Background: an optimization exercise with open tools, aiming at small area and a short achievable clock period. Do not read the settings as production practice. At most, simulation tests tie the RTL to the original design; equivalence was not proved.

==> xenon <==
// stack_core
module stack_core (
    input  logic              clk,
    input  logic              rst_n,
    input  logic              cmd_valid,
    input  isa_pkg::opcode_t  cmd_op,
    input  stack_pkg::word_t  cmd_imm,
    output logic              done,
    output logic              fault,
    output isa_pkg::fault_t   fault_code,
    output stack_pkg::word_t  tos,
    output stack_pkg::depth_t depth
);
export LEC_CHECK = 0
export ABC_AREA = 1
export CAP_MARGIN = 20
export CORE_MARGIN = 2
export CORE_UTILIZATION = 60
export CTS_BUF_LIST = sky130_fd_sc_hd__clkbuf_8
export SLEW_MARGIN = 20
export SYNTH_HIERARCHICAL = 1
create_clock -name core_clock -period 110.0 [get_ports {clk}]
standard.sh (not shown) runs the stock make flow with config.mk's settings and CLKGATE_MAP_FILE= SYNTH_SCRIPT=/design/flow/synth_recipe.tcl, a recipe that flattens the netlist after the stock synthesis.
==> flow/flow/run.sh <==
#!/bin/bash
# The standard layout, with these changes to how it is made:
# - the setup repair is asked to leave a margin of slack at the design's own
#   clock period, so that the resizer keeps working on the paths that set the
#   achieved period; the repair after global routing gets a slightly larger
#   margin, since detailed routing makes some paths a little slower than the
#   global-route estimate;
# - the port buffers (one on every input and output, as the standard flow
#   places them) are plain buffers rather than the default delay buffers.
set -euo pipefail
export BUFFER_PORTS_ARGS="-buffer_cell sky130_fd_sc_hd__buf_2"
SETUP_SLACK_MARGIN=85 bash standard.sh cts > standard_make_to_cts.log 2>&1
SETUP_SLACK_MARGIN=85.8 bash standard.sh > standard_make.log 2>&1
==> onyx: changes against xenon <==
==> flow/flow/run.sh (replaced) <==
#!/bin/bash
# The standard layout, with two changes to how it is made:
# - the setup repair is asked to leave a margin of slack at the design's own
#   clock period, so that the resizer keeps working on the paths that set the
#   achieved period;
# - the port buffers (one on every input and output, as the standard flow
#   places them) are plain buffers rather than the default delay buffers.
set -euo pipefail
export SETUP_SLACK_MARGIN=86
export BUFFER_PORTS_ARGS="-buffer_cell sky130_fd_sc_hd__buf_2"
bash standard.sh > standard_make.log 2>&1
==> delta: changes against xenon <==
==> flow/flow/run.sh (replaced) <==
#!/bin/bash
# The standard layout, with two changes to how it is made:
# - the setup repair is asked to leave a margin of slack at the design's own
#   clock period, so that the resizer keeps working on the paths that set the
#   achieved period;
# - the port buffers (one on every input and output, as the standard flow
#   places them) are plain buffers rather than the default delay buffers.
set -euo pipefail
export SETUP_SLACK_MARGIN=85
export BUFFER_PORTS_ARGS="-buffer_cell sky130_fd_sc_hd__buf_2"
bash standard.sh > standard_make.log 2>&1
--- a/flow/config.mk
+++ b/flow/config.mk
@@ -10,4 +10,3 @@
 export CORE_MARGIN = 2
-export CORE_UTILIZATION = 60
-export CTS_BUF_LIST = sky130_fd_sc_hd__clkbuf_8
+export CORE_UTILIZATION = 40
 export SLEW_MARGIN = 20
==> comparison <==
- In die area, xenon and onyx do not differ.
- In xenon the fmax is higher than in delta, by about 2.6%.
- Critical path depth: onyx is lower than delta (3).
- Hold slack, lowest first: delta, xenon, onyx.
- In onyx the register-to-register slack is higher than in xenon, by 0.07 ns.
- Synthesized area is the same in onyx and delta.
- Clock-buffer cell count, lowest first: delta, xenon, onyx.
- Between xenon and onyx, the lower routed wire length is in xenon (gap 3.1%, measured against onyx).
==> figures <==
Pin count of the biggest net entering global routing: onyx 58; xenon 61; delta 65
Capture point of the critical path: onyx top[2]; xenon top[31]; delta top[11]
Clock tree root driver cell: onyx sky130_fd_sc_hd__clkbuf_8; xenon sky130_fd_sc_hd__clkbuf_8; delta sky130_fd_sc_hd__clkbuf_16
Initial antenna violation count: onyx 1; xenon 1; delta 3
Number of buffers and inverters on the critical path: onyx 4; xenon 5; delta 4
Final-layout non-clock buffer area share: onyx 0.0541; xenon 0.0498; delta 0.0334
Pre-CTS worst setup slack: onyx 83.70 ns; xenon 83.66 ns; delta 84.14 ns
Ratio of final minimum period to clock period: onyx 0.219; xenon 0.221; delta 0.226
Die width: onyx 234 um; xenon 234 um; delta 285 um
Destination of the worst register-to-register timing path: onyx top[3]; xenon top[11]; delta top[5]
Result of the run: onyx complete, no violations; xenon complete, no violations; delta complete, no violations
Met1 capacity usage during global routing: onyx 0.562; xenon 0.533; delta 0.400
Delay of the slowest cell on the worst path: onyx 0.32 ns; xenon 0.39 ns; delta 0.31 ns
Data arrival time at the worst-slack endpoint: onyx 24.56 ns; xenon 24.77 ns; delta 25.36 ns

* * *

==> 08-08: inputs <==
stack_core, a different RTL version from the one above (not shown whole).
clock: 110.0 ns
lec_check: 0
abc_area: 1
cap_margin: 20
core_margin: 2
core_utilization: 60
cts_buf_list: sky130_fd_sc_hd__clkbuf_8
slew_margin: 20
synth_hierarchical: 1
==> flow/flow/run.sh <==
#!/bin/bash
# The standard layout, with these changes to how it is made:
# - the setup repair is asked to leave a margin of slack at the design's own
#   clock period, so that the resizer keeps working on the paths that set the
#   achieved period; the repair after global routing gets a slightly larger
#   margin, since detailed routing makes some paths a little slower than the
#   global-route estimate;
# - the port buffers (one on every input and output, as the standard flow
#   places them) are plain buffers rather than the default delay buffers.
set -euo pipefail
export BUFFER_PORTS_ARGS="-buffer_cell sky130_fd_sc_hd__buf_2"
SETUP_SLACK_MARGIN=85 bash standard.sh cts > standard_make_to_cts.log 2>&1
SETUP_SLACK_MARGIN=85.4 bash standard.sh > standard_make.log 2>&1
==> 06-18: changes against 08-08 <==
--- a/flow/design.v
+++ b/flow/design.v
@@ -39,30 +39,28 @@
 `timescale 1ns/1ps
 `default_nettype none
 module stack_control (
     input  logic              rst_n,
     input  logic              cmd_valid,
     input  isa_pkg::opcode_t  cmd_op,
     input  stack_pkg::depth_t depth,
-    input  logic              div_zero,
     output isa_pkg::fault_t   fault_c,
     output logic              inc,
     output logic              dec,
     output logic [6:0]        wr_en,
     output logic [6:0]        rd_sel,
     output logic [3:0]        lut,
     output logic              s_imm,
     output logic              s_add,
     output logic              s_sub,
     output logic              s_mul,
     output logic              s_quo,
     output logic              s_rem,
     output logic              s_shl,
-    output logic              s_shr,
-    output logic              s_qhi
+    output logic              s_shr
 );
     logic [3:0] code;
     logic       is_alu;
     logic       alu_legal;
     logic       ge1;
     logic       ge2;
     logic       full;
@@ -160,15 +158,14 @@
                 isa_pkg::ISHR: s_shr = 1'b1;
                 default:       lut   = 4'b1000;    
             endcase
         end else begin
             lut = 4'b1010;                         
         end
     end
-    assign s_qhi = s_quo & div_zero;
 endmodule
 `default_nettype wire
 `timescale 1ns/1ps
 `default_nettype none
 module stack_core (
     input  logic              clk,
     input  logic              rst_n,
@@ -185,42 +182,40 @@
     stack_pkg::word_t  next;
     stack_pkg::depth_t count;
     isa_pkg::fault_t   fault_c;
     logic inc, dec;
     logic [6:0] wr_en;
     logic [6:0] rd_sel;
     logic [3:0] lut;
-    logic s_imm, s_add, s_sub, s_mul, s_quo, s_rem, s_shl, s_shr, s_qhi;
+    logic s_imm, s_add, s_sub, s_mul, s_quo, s_rem, s_shl, s_shr;
     stack_pkg::word_t r_add, r_sub, r_mul, r_shl, r_shr;
     logic [15:0] r_quo, r_rem;
     logic        r_dz;
     stack_pkg::word_t top_d;
     assign tos   = top;
     assign depth = count;
     stack_control u_control (
         .rst_n     (rst_n),
         .cmd_valid (cmd_valid),
         .cmd_op    (cmd_op),
         .depth     (count),
-        .div_zero  (r_dz),
         .fault_c   (fault_c),
         .inc       (inc),
         .dec       (dec),
         .wr_en     (wr_en),
         .rd_sel    (rd_sel),
         .lut       (lut),
         .s_imm     (s_imm),
         .s_add     (s_add),
         .s_sub     (s_sub),
         .s_mul     (s_mul),
         .s_quo     (s_quo),
         .s_rem     (s_rem),
         .s_shl     (s_shl),
-        .s_shr     (s_shr),
-        .s_qhi     (s_qhi)
+        .s_shr     (s_shr)
     );
     stack_pkg::word_t entries [7];
     always_ff @(posedge clk) begin
         for (int i = 0; i < 7; i++) begin
             if (wr_en[i]) entries[i] <= top;
         end
     end
@@ -574,15 +569,15 @@
     assign dv_r = {dv_s11_r15, dv_s11_r14, dv_s11_r13, dv_s11_r12, dv_s11_r11, dv_s11_r10, dv_s11_r9, dv_s11_r8, dv_s11_r7, dv_s11_r6, dv_s11_r5, dv_s11_r4, dv_s11_r3, dv_s11_r2, dv_s11_r1, dv_s11_r0};
     always_comb begin
         for (int j = 0; j < 32; j++) begin
             top_d[j] = lut[{next[j], top[j]}] |
                        (s_imm & cmd_imm[j]) | (s_add & r_add[j]) | (s_sub & r_sub[j]) |
                        (s_mul & r_mul[j]) | (s_shl & r_shl[j]) | (s_shr & r_shr[j]);
             if (j < 16) top_d[j] = top_d[j] | (s_quo & r_quo[j]) | (s_rem & r_rem[j]);
-            else        top_d[j] = top_d[j] | s_qhi;
+            else        top_d[j] = top_d[j] | (s_quo & r_dz);
         end
     end
     always_ff @(posedge clk) begin
         top <= top_d;
         if (!rst_n) begin
             count      <= '0;
             done       <= 1'b0;
==> flow/flow/run.sh (replaced) <==
#!/bin/bash
# The standard layout, with two changes to how it is made:
# - the setup repair is asked to leave a margin of slack at the design's own
#   clock period, so that the resizer keeps working on the paths that set the
#   achieved period;
# - the port buffers (one on every input and output, as the standard flow
#   places them) are plain buffers rather than the default delay buffers.
set -euo pipefail
export SETUP_SLACK_MARGIN=85
export BUFFER_PORTS_ARGS="-buffer_cell sky130_fd_sc_hd__buf_2"
bash standard.sh > standard_make.log 2>&1
Settings changed: CTS_CLUSTER_DIAMETER set to 70, CTS_CLUSTER_SIZE set to 12.
==> 08-16: changes against 08-08 <==
--- a/flow/design.v
+++ b/flow/design.v
@@ -39,30 +39,28 @@
 `timescale 1ns/1ps
 `default_nettype none
 module stack_control (
     input  logic              rst_n,
     input  logic              cmd_valid,
     input  isa_pkg::opcode_t  cmd_op,
     input  stack_pkg::depth_t depth,
-    input  logic              div_zero,
     output isa_pkg::fault_t   fault_c,
     output logic              inc,
     output logic              dec,
     output logic [6:0]        wr_en,
     output logic [6:0]        rd_sel,
     output logic [3:0]        lut,
     output logic              s_imm,
     output logic              s_add,
     output logic              s_sub,
     output logic              s_mul,
     output logic              s_quo,
     output logic              s_rem,
     output logic              s_shl,
-    output logic              s_shr,
-    output logic              s_qhi
+    output logic              s_shr
 );
     logic [3:0] code;
     logic       is_alu;
     logic       alu_legal;
     logic       ge1;
     logic       ge2;
     logic       full;
@@ -160,15 +158,14 @@
                 isa_pkg::ISHR: s_shr = 1'b1;
                 default:       lut   = 4'b1000;    
             endcase
         end else begin
             lut = 4'b1010;                         
         end
     end
-    assign s_qhi = s_quo & div_zero;
 endmodule
 `default_nettype wire
 `timescale 1ns/1ps
 `default_nettype none
 module stack_core (
     input  logic              clk,
     input  logic              rst_n,
@@ -185,42 +182,40 @@
     stack_pkg::word_t  next;
     stack_pkg::depth_t count;
     isa_pkg::fault_t   fault_c;
     logic inc, dec;
     logic [6:0] wr_en;
     logic [6:0] rd_sel;
     logic [3:0] lut;
-    logic s_imm, s_add, s_sub, s_mul, s_quo, s_rem, s_shl, s_shr, s_qhi;
+    logic s_imm, s_add, s_sub, s_mul, s_quo, s_rem, s_shl, s_shr;
     stack_pkg::word_t r_add, r_sub, r_mul, r_shl, r_shr;
     logic [15:0] r_quo, r_rem;
     logic        r_dz;
     stack_pkg::word_t top_d;
     assign tos   = top;
     assign depth = count;
     stack_control u_control (
         .rst_n     (rst_n),
         .cmd_valid (cmd_valid),
         .cmd_op    (cmd_op),
         .depth     (count),
-        .div_zero  (r_dz),
         .fault_c   (fault_c),
         .inc       (inc),
         .dec       (dec),
         .wr_en     (wr_en),
         .rd_sel    (rd_sel),
         .lut       (lut),
         .s_imm     (s_imm),
         .s_add     (s_add),
         .s_sub     (s_sub),
         .s_mul     (s_mul),
         .s_quo     (s_quo),
         .s_rem     (s_rem),
         .s_shl     (s_shl),
-        .s_shr     (s_shr),
-        .s_qhi     (s_qhi)
+        .s_shr     (s_shr)
     );
     stack_pkg::word_t entries [7];
     always_ff @(posedge clk) begin
         for (int i = 0; i < 7; i++) begin
             if (wr_en[i]) entries[i] <= top;
         end
     end
@@ -574,15 +569,15 @@
     assign dv_r = {dv_s11_r15, dv_s11_r14, dv_s11_r13, dv_s11_r12, dv_s11_r11, dv_s11_r10, dv_s11_r9, dv_s11_r8, dv_s11_r7, dv_s11_r6, dv_s11_r5, dv_s11_r4, dv_s11_r3, dv_s11_r2, dv_s11_r1, dv_s11_r0};
     always_comb begin
         for (int j = 0; j < 32; j++) begin
             top_d[j] = lut[{next[j], top[j]}] |
                        (s_imm & cmd_imm[j]) | (s_add & r_add[j]) | (s_sub & r_sub[j]) |
                        (s_mul & r_mul[j]) | (s_shl & r_shl[j]) | (s_shr & r_shr[j]);
             if (j < 16) top_d[j] = top_d[j] | (s_quo & r_quo[j]) | (s_rem & r_rem[j]);
-            else        top_d[j] = top_d[j] | s_qhi;
+            else        top_d[j] = top_d[j] | (s_quo & r_dz);
         end
     end
     always_ff @(posedge clk) begin
         top <= top_d;
         if (!rst_n) begin
             count      <= '0;
             done       <= 1'b0;
Settings changed: CTS_CLUSTER_DIAMETER set to 70, CTS_CLUSTER_SIZE set to 12.
==> comparison table <==
                                                                            06-18           08-16           08-08
Met2 Wirelength                                                     50900 microns   50900 microns   52100 microns
Final-layout worst hold slack                                            0.539 ns        0.539 ns        0.551 ns
Arrival @ worst endpoint                                                 25.43 ns        25.01 ns        25.15 ns
Fin cells                                                                    4601            4624            4594
Fraction of synthesized cell area taken by the top area cell type           21.2%           21.2%           21.3%
Fraction of the cycle the final worst path needs                            22.7%           22.3%           22.4%
Worst slack, placed                                                      83.66 ns        83.66 ns        84.09 ns
Number of inserted filler cells in the final layout                          4462            4428            4281
Post-synthesis cell count                                                    3822            3822            3778
Tapcells                                                                      688             688             680
Proportion of synthesized chip area in sequential cells                     23.8%           23.8%           23.9%
Critical register-to-register path endpoint                               top[11]         top[11]          top[2]
Wl on met1                                                          43200 microns   43200 microns   42800 microns
Reg-to-reg startpoint                                                    count[2]        count[2]         top[15]
Run status                                               timing/DRC/antenna clean  timing/DRC/antenna clean  timing/DRC/antenna clean
Fraction of layout instances using a drive strength above 1                 9.60%           10.5%           11.6%
H-tree depth reported by CTS                                                    1               1               2
Final wirelength                                                   114000 microns  115000 microns  119000 microns
Global routing usage on met3                                                8.89%           8.89%           9.47%
Post-layout worst setup margin                                           85.04 ns        85.47 ns        85.35 ns
Required time at the worst-slack endpoint                               110.47 ns       110.48 ns       110.50 ns
Area share of fa/ha/maj cells after synthesis                               29.5%           29.5%           29.7%
First-pass GRT wire length                                         170000 microns  170000 microns  176000 microns
Worst-case clock skew                                                   0.0341 ns       0.0293 ns       0.0784 ns
Post-synthesis mux area share                                              0.537%          0.537%          0.477%
Only the layout flow was run in 08-08; the RTL was not checked for function there.

separate check: timing with driven ports:
Ports are ideal in the flow. The routed layouts listed here were re-timed in OpenROAD. Step 1 assumes that a clkbuf_16 drives the clock port and a buf_2 every other input. Step 2 moves the port delays by t, midway between the first and last clock arrival at a register: inputs arrive t later, outputs are due t later. That takes back most of the time a late clock gives input paths. a / b / c = no drivers / after step 1 / after step 2; a / b = the first two.
run	shift t [ns]	setup slack, ns	clock arrival spread, ns	worst slew at a driven data input, ns
xenon	0.615	85.725 / 85.739 / 85.123	0.040 / 0.039	0.05
onyx	0.604	85.899 / 85.895 / 85.291	0.036 / 0.036	0.06
delta	0.620	85.105 / 85.140 / 84.520	0.042 / 0.042	0.04
08-08	0.654	85.347 / 85.373 / 84.719	0.078 / 0.078	0.04
06-18	0.641	85.044 / 85.078 / 84.436	0.035 / 0.035	0.05
08-16	0.639	85.474 / 85.496 / 84.857	0.030 / 0.030	0.05
After both steps every run listed still meets setup and hold. The setup slack of 08-08, which loses most, moves by +0.026 ns with the drivers and by -0.628 ns with both steps.
